From an optimization exercise on the open Yosys and OpenROAD flow, aimed at small area and a short achievable clock period; shortcuts taken in it are not production practice. The RTL was checked by simulation tests, not by an equivalence proof against the original design. Power figures rest on the tool's default switching activity, not on a simulated workload.

==> flow/design.v <==
module cpu_bus_tracer #(
  parameter int unsigned ADDR_W    = 16,
  parameter int unsigned DATA_W    = 8,
  parameter int unsigned DEPTH     = 64,
  parameter int unsigned POST_TRIG = 16,
  parameter int unsigned WDOG_W    = 20
) (
  input  logic                       clk_i,
  input  logic                       rst_i,
  input  logic [ADDR_W-1:0]          bus_a_i,
  input  logic [DATA_W-1:0]          bus_din_i,
  input  logic [DATA_W-1:0]          bus_dout_i,
  input  logic                       bus_rd_i,
  input  logic                       bus_wr_i,
  input  logic                       bus_done_i,
  input  logic                       bus_fault_i,
  input  logic                       tr_ready_i,
  output logic                       tr_valid_o,
  output logic [ADDR_W+DATA_W:0]     tr_data_o,
  input  logic                       arm_i,
  input  logic [ADDR_W-1:0]          trig_addr_i,
  input  logic [ADDR_W-1:0]          trig_mask_i,
  input  logic [WDOG_W-1:0]          wdog_limit_i,
  output logic [1:0]                 state_o,
  output logic [2:0]                 cause_o,
  output logic [$clog2(DEPTH+1)-1:0] count_o,
  output logic                       wrapped_o
);
  localparam int unsigned PtrW = $clog2(DEPTH);
  localparam int unsigned CntW = $clog2(DEPTH + 1);
  localparam int unsigned EntW = 1 + ADDR_W + DATA_W;
  localparam logic [2:0] CauseNone  = 3'd0;
  localparam logic [2:0] CauseAddr  = 3'd1;
  localparam logic [2:0] CauseFault = 3'd2;
  localparam logic [2:0] CauseWdog  = 3'd3;
  localparam logic [2:0] CauseDone  = 3'd4;
  localparam logic [1:0] StIdle    = 2'd0;
  localparam logic [1:0] StArmed   = 2'd1;
  localparam logic [1:0] StPost    = 2'd2;
  localparam logic [1:0] StStopped = 2'd3;
  logic [1:0]          state_q, state_d;
  logic [2:0]          cause_q, cause_d;
  logic [CntW-1:0]     count_q, count_d;
  logic                wrapped_q, wrapped_d;
  logic [PtrW-1:0]     post_q, post_d;
  logic [WDOG_W-1:0]   wdog1_q, wdog1_d;   
  logic                rd_prev_q, wr_prev_q, fault_prev_q;
  logic                rd_pend_q, skid_vld_q;
  logic [ADDR_W-1:0]   addr_q;
  logic [DATA_W-1:0]   dout_q;
  logic                valid_q, valid_d;
  logic [EntW-1:0]     out_q, out_d;
  logic [EntW-1:0]     mem_q [0:DEPTH-1];
  logic                wr_edge, rd_edge_raw, rd_edge, any_edge, fault_edge;
  logic                capturing, stopped, cap_ok, commit, addr_match, pop, wdog_hit;
  logic                full, empty;
  logic [EntW-1:0]     commit_entry, rd_mem, oldest;
  logic [PtrW-1:0]     idx_q, idx_d;
  assign wr_edge     = bus_wr_i & ~wr_prev_q;
  assign rd_edge_raw = bus_rd_i & ~rd_prev_q;
  assign rd_edge     = rd_edge_raw & ~wr_edge;
  assign any_edge    = wr_edge | rd_edge_raw;
  assign fault_edge  = bus_fault_i & ~fault_prev_q;
  assign capturing   = state_q[0] ^ state_q[1];
  assign stopped     = state_q[0] & state_q[1];
  assign cap_ok      = capturing & ~arm_i;
  assign full        = (count_q == CntW'(DEPTH));
  assign empty       = (count_q == '0);
  assign commit      = cap_ok & (rd_pend_q | skid_vld_q | wr_edge);
  always_comb begin
    if (rd_pend_q)       commit_entry = {1'b0, addr_q, bus_din_i};
    else if (skid_vld_q) commit_entry = {1'b1, addr_q, dout_q};
    else                 commit_entry = {1'b1, bus_a_i, bus_dout_i};
  end
  logic match_q, match_in;
  assign match_q     = (((addr_q ^ trig_addr_i) & trig_mask_i) == '0);
  assign match_in    = (((bus_a_i ^ trig_addr_i) & trig_mask_i) == '0);
  assign addr_match  = (trig_mask_i != '0) && ((rd_pend_q | skid_vld_q) ? match_q : match_in);
  assign pop         = valid_q & tr_ready_i;
  always_comb begin
    rd_mem = '0;
    for (int i = 0; i < DEPTH; i++) begin
      if (idx_q == PtrW'(i)) rd_mem = rd_mem | mem_q[i];
    end
  end
  always_comb begin
    if (stopped)                oldest = rd_mem;
    else if (empty)             oldest = commit_entry;
    else if (full && commit)    oldest = mem_q[DEPTH-2];
    else                        oldest = rd_mem;
  end
  always_comb begin
    count_d   = count_q;
    wrapped_d = wrapped_q;
    if (arm_i) begin
      count_d   = '0;
      wrapped_d = 1'b0;
    end else if (commit) begin
      if (full) wrapped_d = 1'b1;
      else      count_d   = count_q + 1'b1;
    end else if (pop) begin
      count_d = count_q - 1'b1;
    end
  end
  always_comb begin
    state_d  = state_q;
    cause_d  = cause_q;
    post_d   = post_q;
    wdog1_d  = wdog1_q;
    wdog_hit = 1'b0;
    if (arm_i) begin
      state_d = StArmed;
      cause_d = CauseNone;
      post_d  = '0;
      wdog1_d = WDOG_W'(1);
    end else if (capturing) begin
      wdog1_d  = any_edge ? WDOG_W'(1) : wdog1_q + 1'b1;
      wdog_hit = !any_edge && (wdog_limit_i != '0) && (wdog1_q == wdog_limit_i);
      if (bus_done_i) begin
        state_d = StStopped;
        cause_d = CauseDone;
      end else if (state_q == StArmed && (fault_edge || (commit && addr_match))) begin
        cause_d = fault_edge ? CauseFault : CauseAddr;
        post_d  = PtrW'(POST_TRIG);
        state_d = (POST_TRIG == 0) ? StStopped : StPost;
      end else if (state_q == StArmed && wdog_hit) begin
        state_d = StStopped;
        cause_d = CauseWdog;
      end else if (state_q == StPost && commit) begin
        post_d = post_q - 1'b1;
        if (post_q <= PtrW'(1)) begin
          state_d = StStopped;
        end
      end
    end
  end
  assign valid_d = (state_d == StStopped) && (count_d != '0);
  logic [PtrW-1:0] cnt_p0, cnt_m1, cnt_m2, cnt_m3;
  logic            stop_d;
  assign cnt_p0 = PtrW'(count_q);
  assign cnt_m1 = PtrW'(count_q - CntW'(1));
  assign cnt_m2 = PtrW'(count_q - CntW'(2));
  assign cnt_m3 = PtrW'(count_q - CntW'(3));
  assign stop_d = (state_d == StStopped);
  always_comb begin
    if (commit && !full) idx_d = stop_d ? cnt_m1 : cnt_p0;
    else if (pop)        idx_d = cnt_m3;
    else                 idx_d = stop_d ? cnt_m2 : cnt_m1;
  end
  always_comb begin
    if (!valid_d)               out_d = '0;
    else if (valid_q && !pop)   out_d = out_q;
    else                        out_d = oldest;
  end
  always_ff @(posedge clk_i) begin
    if (rst_i) begin
      state_q      <= StIdle;
      cause_q      <= CauseNone;
      count_q      <= '0;
      wrapped_q    <= 1'b0;
      post_q       <= '0;
      wdog1_q      <= WDOG_W'(1);
      rd_prev_q    <= 1'b0;
      wr_prev_q    <= 1'b0;
      fault_prev_q <= 1'b0;
      rd_pend_q    <= 1'b0;
      skid_vld_q   <= 1'b0;
      valid_q      <= 1'b0;
      out_q        <= '0;
    end else begin
      state_q      <= state_d;
      cause_q      <= cause_d;
      count_q      <= count_d;
      wrapped_q    <= wrapped_d;
      post_q       <= post_d;
      wdog1_q      <= wdog1_d;
      rd_prev_q    <= bus_rd_i;
      wr_prev_q    <= bus_wr_i;
      fault_prev_q <= bus_fault_i;
      rd_pend_q    <= cap_ok & rd_edge;
      skid_vld_q   <= cap_ok & wr_edge & rd_pend_q;
      valid_q      <= valid_d;
      out_q        <= out_d;
    end
    idx_q <= idx_d;
  end
  always_ff @(posedge clk_i) begin
    addr_q <= bus_a_i;
    dout_q <= bus_dout_i;
  end
  always_ff @(posedge clk_i) begin
    if (commit) begin
      mem_q[0] <= commit_entry;
      for (int i = 1; i < DEPTH; i++) mem_q[i] <= mem_q[i-1];
    end
  end
  assign tr_valid_o = valid_q;
  assign tr_data_o  = out_q;
  assign state_o    = state_q;
  assign cause_o    = cause_q;
  assign count_o    = count_q;
  assign wrapped_o  = wrapped_q;
endmodule
clock: 6.0 ns
lec_check: 0
cap_margin: 20
core_margin: 2
core_utilization: 55
cts_buf_list: sky130_fd_sc_hd__clkbuf_8
cts_cluster_diameter: 50
cts_cluster_size: 16
setup_slack_margin: 3.3
slew_margin: 20
standard.sh (not shown) runs the stock make flow with config.mk's settings and CLKGATE_MAP_FILE= SYNTH_SCRIPT=/design/flow/synth_recipe.tcl, a recipe that flattens the netlist after the stock synthesis.
==> flow/flow/run.sh <==
#!/bin/bash
# The standard layout flow (standard.sh, unchanged synthesis), except that the port
# buffers are plain buf_2 cells instead of the default delay-buffer cell.
set -euo pipefail
export BUFFER_PORTS_ARGS="-buffer_cell sky130_fd_sc_hd__buf_2"
bash standard.sh finish > standard.log 2>&1
==> next run, changes <==
--- a/flow/design.v
+++ b/flow/design.v
@@ -53,11 +53,11 @@
   logic [EntW-1:0]     mem_q [0:DEPTH-1];
   logic                wr_edge, rd_edge_raw, rd_edge, any_edge, fault_edge;
   logic                capturing, stopped, cap_ok, commit, addr_match, pop, wdog_hit;
   logic                full, empty;
   logic [EntW-1:0]     commit_entry, rd_mem, oldest;
-  logic [PtrW-1:0]     idx_q, idx_d;
+  logic [DEPTH-1:0]    sel_q, sel_d;   
   assign wr_edge     = bus_wr_i & ~wr_prev_q;
   assign rd_edge_raw = bus_rd_i & ~rd_prev_q;
   assign rd_edge     = rd_edge_raw & ~wr_edge;
   assign any_edge    = wr_edge | rd_edge_raw;
   assign fault_edge  = bus_fault_i & ~fault_prev_q;
@@ -78,11 +78,11 @@
   assign addr_match  = (trig_mask_i != '0) && ((rd_pend_q | skid_vld_q) ? match_q : match_in);
   assign pop         = valid_q & tr_ready_i;
   always_comb begin
     rd_mem = '0;
     for (int i = 0; i < DEPTH; i++) begin
-      if (idx_q == PtrW'(i)) rd_mem = rd_mem | mem_q[i];
+      if (sel_q[i]) rd_mem = rd_mem | mem_q[i];
     end
   end
   always_comb begin
     if (stopped)                oldest = rd_mem;
     else if (empty)             oldest = commit_entry;
@@ -100,54 +100,68 @@
       else      count_d   = count_q + 1'b1;
     end else if (pop) begin
       count_d = count_q - 1'b1;
     end
   end
+  logic armed, in_post, pend_any, mask_nz, lim_nz, wdog_eq, post_last;
+  logic trig, wdog_stop, post_stop, stop_d;
+  assign armed     = (state_q == StArmed);
+  assign in_post   = (state_q == StPost);
+  assign pend_any  = rd_pend_q | skid_vld_q;
+  assign mask_nz   = (trig_mask_i != '0);
+  assign lim_nz    = (wdog_limit_i != '0);
+  assign wdog_eq   = (wdog1_q == wdog_limit_i);
+  assign post_last = (post_q <= PtrW'(1));
+  assign wdog_hit  = !any_edge && lim_nz && wdog_eq;
+  assign trig      = armed && (fault_edge || (commit && addr_match));
+  assign wdog_stop = armed && !any_edge && !fault_edge && lim_nz && wdog_eq &&
+                     !(pend_any && mask_nz && match_q);
+  assign post_stop = in_post && commit && post_last;
+  assign stop_d    = !arm_i && (stopped || (capturing && (bus_done_i || wdog_stop || post_stop)));
   always_comb begin
     state_d  = state_q;
     cause_d  = cause_q;
     post_d   = post_q;
     wdog1_d  = wdog1_q;
-    wdog_hit = 1'b0;
     if (arm_i) begin
       state_d = StArmed;
       cause_d = CauseNone;
       post_d  = '0;
       wdog1_d = WDOG_W'(1);
     end else if (capturing) begin
       wdog1_d  = any_edge ? WDOG_W'(1) : wdog1_q + 1'b1;
-      wdog_hit = !any_edge && (wdog_limit_i != '0) && (wdog1_q == wdog_limit_i);
       if (bus_done_i) begin
         state_d = StStopped;
         cause_d = CauseDone;
-      end else if (state_q == StArmed && (fault_edge || (commit && addr_match))) begin
+      end else if (trig) begin
         cause_d = fault_edge ? CauseFault : CauseAddr;
         post_d  = PtrW'(POST_TRIG);
         state_d = (POST_TRIG == 0) ? StStopped : StPost;
-      end else if (state_q == StArmed && wdog_hit) begin
+      end else if (armed && wdog_hit) begin
         state_d = StStopped;
         cause_d = CauseWdog;
-      end else if (state_q == StPost && commit) begin
+      end else if (in_post && commit) begin
         post_d = post_q - 1'b1;
-        if (post_q <= PtrW'(1)) begin
+        if (post_last) begin
           state_d = StStopped;
         end
       end
     end
   end
-  assign valid_d = (state_d == StStopped) && (count_d != '0);
-  logic [PtrW-1:0] cnt_p0, cnt_m1, cnt_m2, cnt_m3;
-  logic            stop_d;
-  assign cnt_p0 = PtrW'(count_q);
-  assign cnt_m1 = PtrW'(count_q - CntW'(1));
-  assign cnt_m2 = PtrW'(count_q - CntW'(2));
-  assign cnt_m3 = PtrW'(count_q - CntW'(3));
-  assign stop_d = (state_d == StStopped);
-  always_comb begin
-    if (commit && !full) idx_d = stop_d ? cnt_m1 : cnt_p0;
-    else if (pop)        idx_d = cnt_m3;
-    else                 idx_d = stop_d ? cnt_m2 : cnt_m1;
+  logic nz_d;
+  assign nz_d    = commit || (pop ? (count_q != CntW'(1)) : !empty);
+  assign valid_d = stop_d && nz_d;
+  logic up1, dn1;
+  assign up1 = commit && !full && !stop_d;
+  assign dn1 = pop || (stop_d && !stopped && !(commit && !full));
+  always_comb begin
+    if (arm_i) begin
+      sel_d = '0;
+      sel_d[DEPTH-1] = 1'b1;
+    end else if (up1) sel_d = {sel_q[DEPTH-2:0], sel_q[DEPTH-1]};
+    else if (dn1)     sel_d = {sel_q[0], sel_q[DEPTH-1:1]};
+    else              sel_d = sel_q;
   end
   always_comb begin
     if (!valid_d)               out_d = '0;
     else if (valid_q && !pop)   out_d = out_q;
     else                        out_d = oldest;
@@ -180,11 +194,11 @@
       rd_pend_q    <= cap_ok & rd_edge;
       skid_vld_q   <= cap_ok & wr_edge & rd_pend_q;
       valid_q      <= valid_d;
       out_q        <= out_d;
     end
-    idx_q <= idx_d;
+    sel_q <= sel_d;
   end
   always_ff @(posedge clk_i) begin
     addr_q <= bus_a_i;
     dout_q <= bus_dout_i;
   end
Final area is about the same.
Sequential cell count is higher by 58.
Hold slack got worse by 0.0043 ns.
Sequential power is higher by about 4%.
Die area is higher by 3.4%.
Worst setup slack improved by 0.22 ns.
Routed wire length is higher by 2.9%.

## separate check: timing with driven ports
How much do the figures lean on ideal ports? The routed layouts below were timed once more, with nothing changed but the port constraints.
Step 1, drivers: a clkbuf_16 drives clk_i and a buf_2 each remaining input, both assumed.
Step 2 adds t to the input delays and takes it off the output delays; t is the mean of the earliest and latest rising clock arrival at the registers after step 1. Input paths then give back, and output paths get back, about the clock's delay inside the block.
a / b / c = no drivers / after step 1 / after step 2; a / b = the first two.
| run | shift t [ns] | setup WS [ns] | latest minus earliest clock arrival (ns) | slew at the worst register clock pin (ns) |
|---|---|---|---|---|
| the first run | 0.954 | 3.030 / 3.030 / 2.154 | 0.065 / 0.066 | 0.11 / 0.11 |
| the second run | 0.962 | 3.254 / 3.254 / 2.422 | 0.054 / 0.054 | 0.11 / 0.11 |
After both steps setup and hold are still met in every run listed. The setup slack of the first run, which loses most, moves by 0.000 ns with the drivers and by -0.876 ns with both steps.
